What follows belongs to an exercise in optimizing a design on an open flow for small area, a short achievable clock period and few clock cycles per item; a production flow would make more cautious choices. In this exercise RTL edits were held to simulation tests only and were not proved equivalent to the original. Power and IR drop assume default switching activity.

Design sliding_window_range_peak, start of the top module:
module sliding_window_range_peak #(
    parameter int WINDOW_MAX = 64
) (
    input  logic                      clk,
    input  logic                      rst_n,
    input  logic                      cfg_we,
    input  logic [srp_pkg::CFG_W-1:0] cfg_wdata,
    input  logic                      s_tvalid,
    output logic                      s_tready,
    input  logic [31:0]               s_tdata,
    input  logic                      s_tlast,
    output logic                      m_tvalid,
    input  logic                      m_tready,
    output logic [63:0]               m_tdata,
    output logic                      m_tuser,
    output logic                      m_tlast
);
    localparam int DW   = srp_pkg::DATA_W;
    localparam int WM   = 64;
    localparam int UMAX = 5;                
    localparam int N    = WM + UMAX - 1;    
    localparam int TW   = 3;                
    logic [6:0] cfg_eff, weff;
    always_comb
        if (cfg_wdata == 7'd0)      cfg_eff = 7'd1;
        else if (cfg_wdata > 7'd64) cfg_eff = 7'd64;
        else                        cfg_eff = cfg_wdata;
    always_ff @(posedge clk or negedge rst_n)
        if (!rst_n)      weff <= srp_pkg::WINDOW_SIZE_RESET;
  ...
For scale: roughly 14,000 cells after synthesis, about 110 I/O pins, ~0.12 sq mm of cells after synthesis.
make LEC_CHECK=0 CAP_MARGIN=20 CORE_MARGIN=2 CORE_UTILIZATION=30 CTS_CLUSTER_DIAMETER=100 CTS_CLUSTER_SIZE=25 SETUP_SLACK_MARGIN=4.3 SLEW_MARGIN=20 SYNTH_HIERARCHICAL=1 TNS_END_PERCENT=5 finish   # period 7.0 ns
run.sh (not shown) runs the stock make flow with config.mk's settings and CLKGATE_MAP_FILE= SYNTH_SCRIPT=/design/flow/synth_recipe.tcl, a recipe that flattens the netlist after the stock synthesis.
Testbench counts at the start, summed over its fixed seeds: cycles 12,778, items 12,482.
Edit:
--- a/flow/design.v
+++ b/flow/design.v
@@ -161,27 +161,27 @@
         if (cfg_wdata == 7'd0)      cfg_eff = 7'd1;
         else if (cfg_wdata > 7'd64) cfg_eff = 7'd64;
         else                        cfg_eff = cfg_wdata;
     always_ff @(posedge clk or negedge rst_n)
         if (!rst_n)      weff <= srp_pkg::WINDOW_SIZE_RESET;
         else if (cfg_we) weff <= cfg_eff;
     logic [WM-1:0] incl;
     always_ff @(posedge clk)
         for (int a = 0; a < WM; a++) incl[a] <= (weff > a);
-    logic            tr, fresh, replay, pclr, armed, ov, bvalid;
+    logic            tr, fresh, replay, pclr, armed, ov, bvalid, clrw;
     logic [6:0]      n_cnt, ph;
     logic [TW-1:0]   wc, cc, ucnt;
     logic [UMAX-1:0] fph;
     logic            wr, clr;
     logic [6:0]      n_next;
     assign wr     = s_tvalid & tr;
     assign n_next = fresh ? 7'd1 : ((n_cnt == 7'd64) ? n_cnt : n_cnt + 7'd1);
-    assign clr    = pclr & fph[0];
+    assign clr    = (pclr & fph[1]) | clrw;
     logic [UMAX-1:0] rb_rdy, rb_last;
     always_ff @(posedge clk)
         if (wr) begin
             rb_rdy  <= {rb_rdy[UMAX-2:0],  (n_next >= weff)};
             rb_last <= {rb_last[UMAX-2:0], s_tlast};
         end
     logic [N-1:0][DW-1:0] ring;
     logic [N-1:0]         fmx, fmn;
     logic [WM-1:1]        lt, cen;
@@ -195,23 +195,23 @@
     always_ff @(posedge clk) begin
         ring[0] <= wr ? s_tdata[DW-1:0] : ring[N-1];
         for (int i = 1; i < N; i++) ring[i] <= ring[i-1];
     end
     always_ff @(posedge clk) begin
         fmx[0] <= ~wr & ~clr & fmx[N-1];
         fmn[0] <= ~wr & ~clr & fmn[N-1];
         for (int i = 1; i < N; i++) begin
             if (i - 1 >= 1 && i - 1 < WM) begin
-                fmx[i] <= ~clr & (fmx[i-1] | (cen[i-1] & ~lt[i-1]));
-                fmn[i] <= ~clr & (fmn[i-1] | (cen[i-1] &  lt[i-1]));
+                fmx[i] <= fmx[i-1] | (cen[i-1] & ~lt[i-1]);
+                fmn[i] <= fmn[i-1] | (cen[i-1] &  lt[i-1]);
             end else begin
-                fmx[i] <= ~clr & fmx[i-1];
-                fmn[i] <= ~clr & fmn[i-1];
+                fmx[i] <= fmx[i-1];
+                fmn[i] <= fmn[i-1];
             end
         end
     end
     logic          ev, rdy_e, last_e;
     logic [TW-1:0] etag;
     always_comb begin
         ev     = 1'b0;
         etag   = '0;
         rdy_e  = 1'b0;
@@ -294,35 +294,37 @@
         for (int k = 2; k < UMAX - 1; k++) fph_n[k] = ~wr & fph[k+1];
         fph_n[UMAX-1] = ~wr & (ph == 7'(N - UMAX + 1));
     end
     always_ff @(posedge clk or negedge rst_n)
         if (!rst_n) begin
             tr     <= 1'b0;
             fresh  <= 1'b1;
             replay <= 1'b0;
             pclr   <= 1'b0;
+            clrw   <= 1'b0;
             armed  <= 1'b0;
             ov     <= 1'b0;
             n_cnt  <= 7'd0;
             ph     <= 7'd0;
             fph    <= UMAX'(2);
             wc     <= '0;
             cc     <= '0;
             ucnt   <= '0;
             va     <= 1'b0;
             vb     <= 1'b0;
             bvalid <= 1'b0;
         end else begin
             tr     <= ~replay_n & (u_n < TW'(UMAX)) & ((fresh_n & (u_n == '0)) | fph_n[1]);
             fresh  <= fresh_n;
             replay <= replay_n;
-            pclr   <= replay_n & (drop | (pclr & ~clr));
-            armed  <= replay_n & ~drop & (armed | clr);
+            pclr   <= replay_n & (drop | (pclr & ~fph[1]));
+            clrw   <= replay_n & clr & ~fph[2];
+            armed  <= replay_n & ~drop & (armed | (clr & fph[0]));
             ov     <= commit | (ov & ~m_tready);
             if (wr) n_cnt <= n_next;
             ph     <= wr ? 7'd0 : ((ph == 7'(N - 1)) ? 7'd0 : ph + 7'd1);
             fph    <= fph_n;
             wc     <= wc + TW'(wr);
             cc     <= cc + TW'(commit);
             ucnt   <= u_n;
             va     <= ev;
             vb     <= va;
What happened:
- synthesized area drops by 0.37%
- cell count stays flat
- clock skew climbs by 0.015 ns
- maximum frequency climbs by 3.0%
- total power drops by 51%
- final area climbs by 0.55%
- first-iteration DRC count climbs by 7.7%
- sequential power drops by 25%
- global-route usage climbs by 0.95 points
- clock power drops by about 0.6%
Testbench counts after the change, summed over its fixed seeds: cycles 12,778, items 12,482.

## port drivers added, routing unchanged
In the flow no input, the clock included, has a driving cell. The finished layouts below were timed again as built, in two steps.
Step 1 (the two cells are an assumption about what drives the block):
set clk [get_ports {clk}]
set_driving_cell -lib_cell sky130_fd_sc_hd__clkbuf_16 $clk
set_driving_cell -lib_cell sky130_fd_sc_hd__buf_2 [delete_from_list [all_inputs] $clk]
Step 2, shift: input delay + t, output delay - t, t = (earliest + latest rising clock arrival at the registers) / 2. This alone moves slack from input paths to output paths.
Three values: ideal ports, drivers, drivers and shift; two values: the first two.
| run | t, ns | setup slack, ns | hold WS [ns] | worst setup path at the end | worst data-port slew with drivers (ns) |
|---|---|---|---|---|---|
| the first run | 1.067 | 3.803 / 3.803 / 3.090 | 0.326 / 0.326 / 0.326 | input to register | 0.18 |
| the second run | 0.981 | 3.897 / 3.897 / 3.303 | 0.325 / 0.325 / 0.325 | input to register | 0.06 |
After both steps every run listed still meets setup and hold. The setup slack of the first run, which loses most, moves by 0.000 ns with the drivers and by -0.713 ns with both steps.
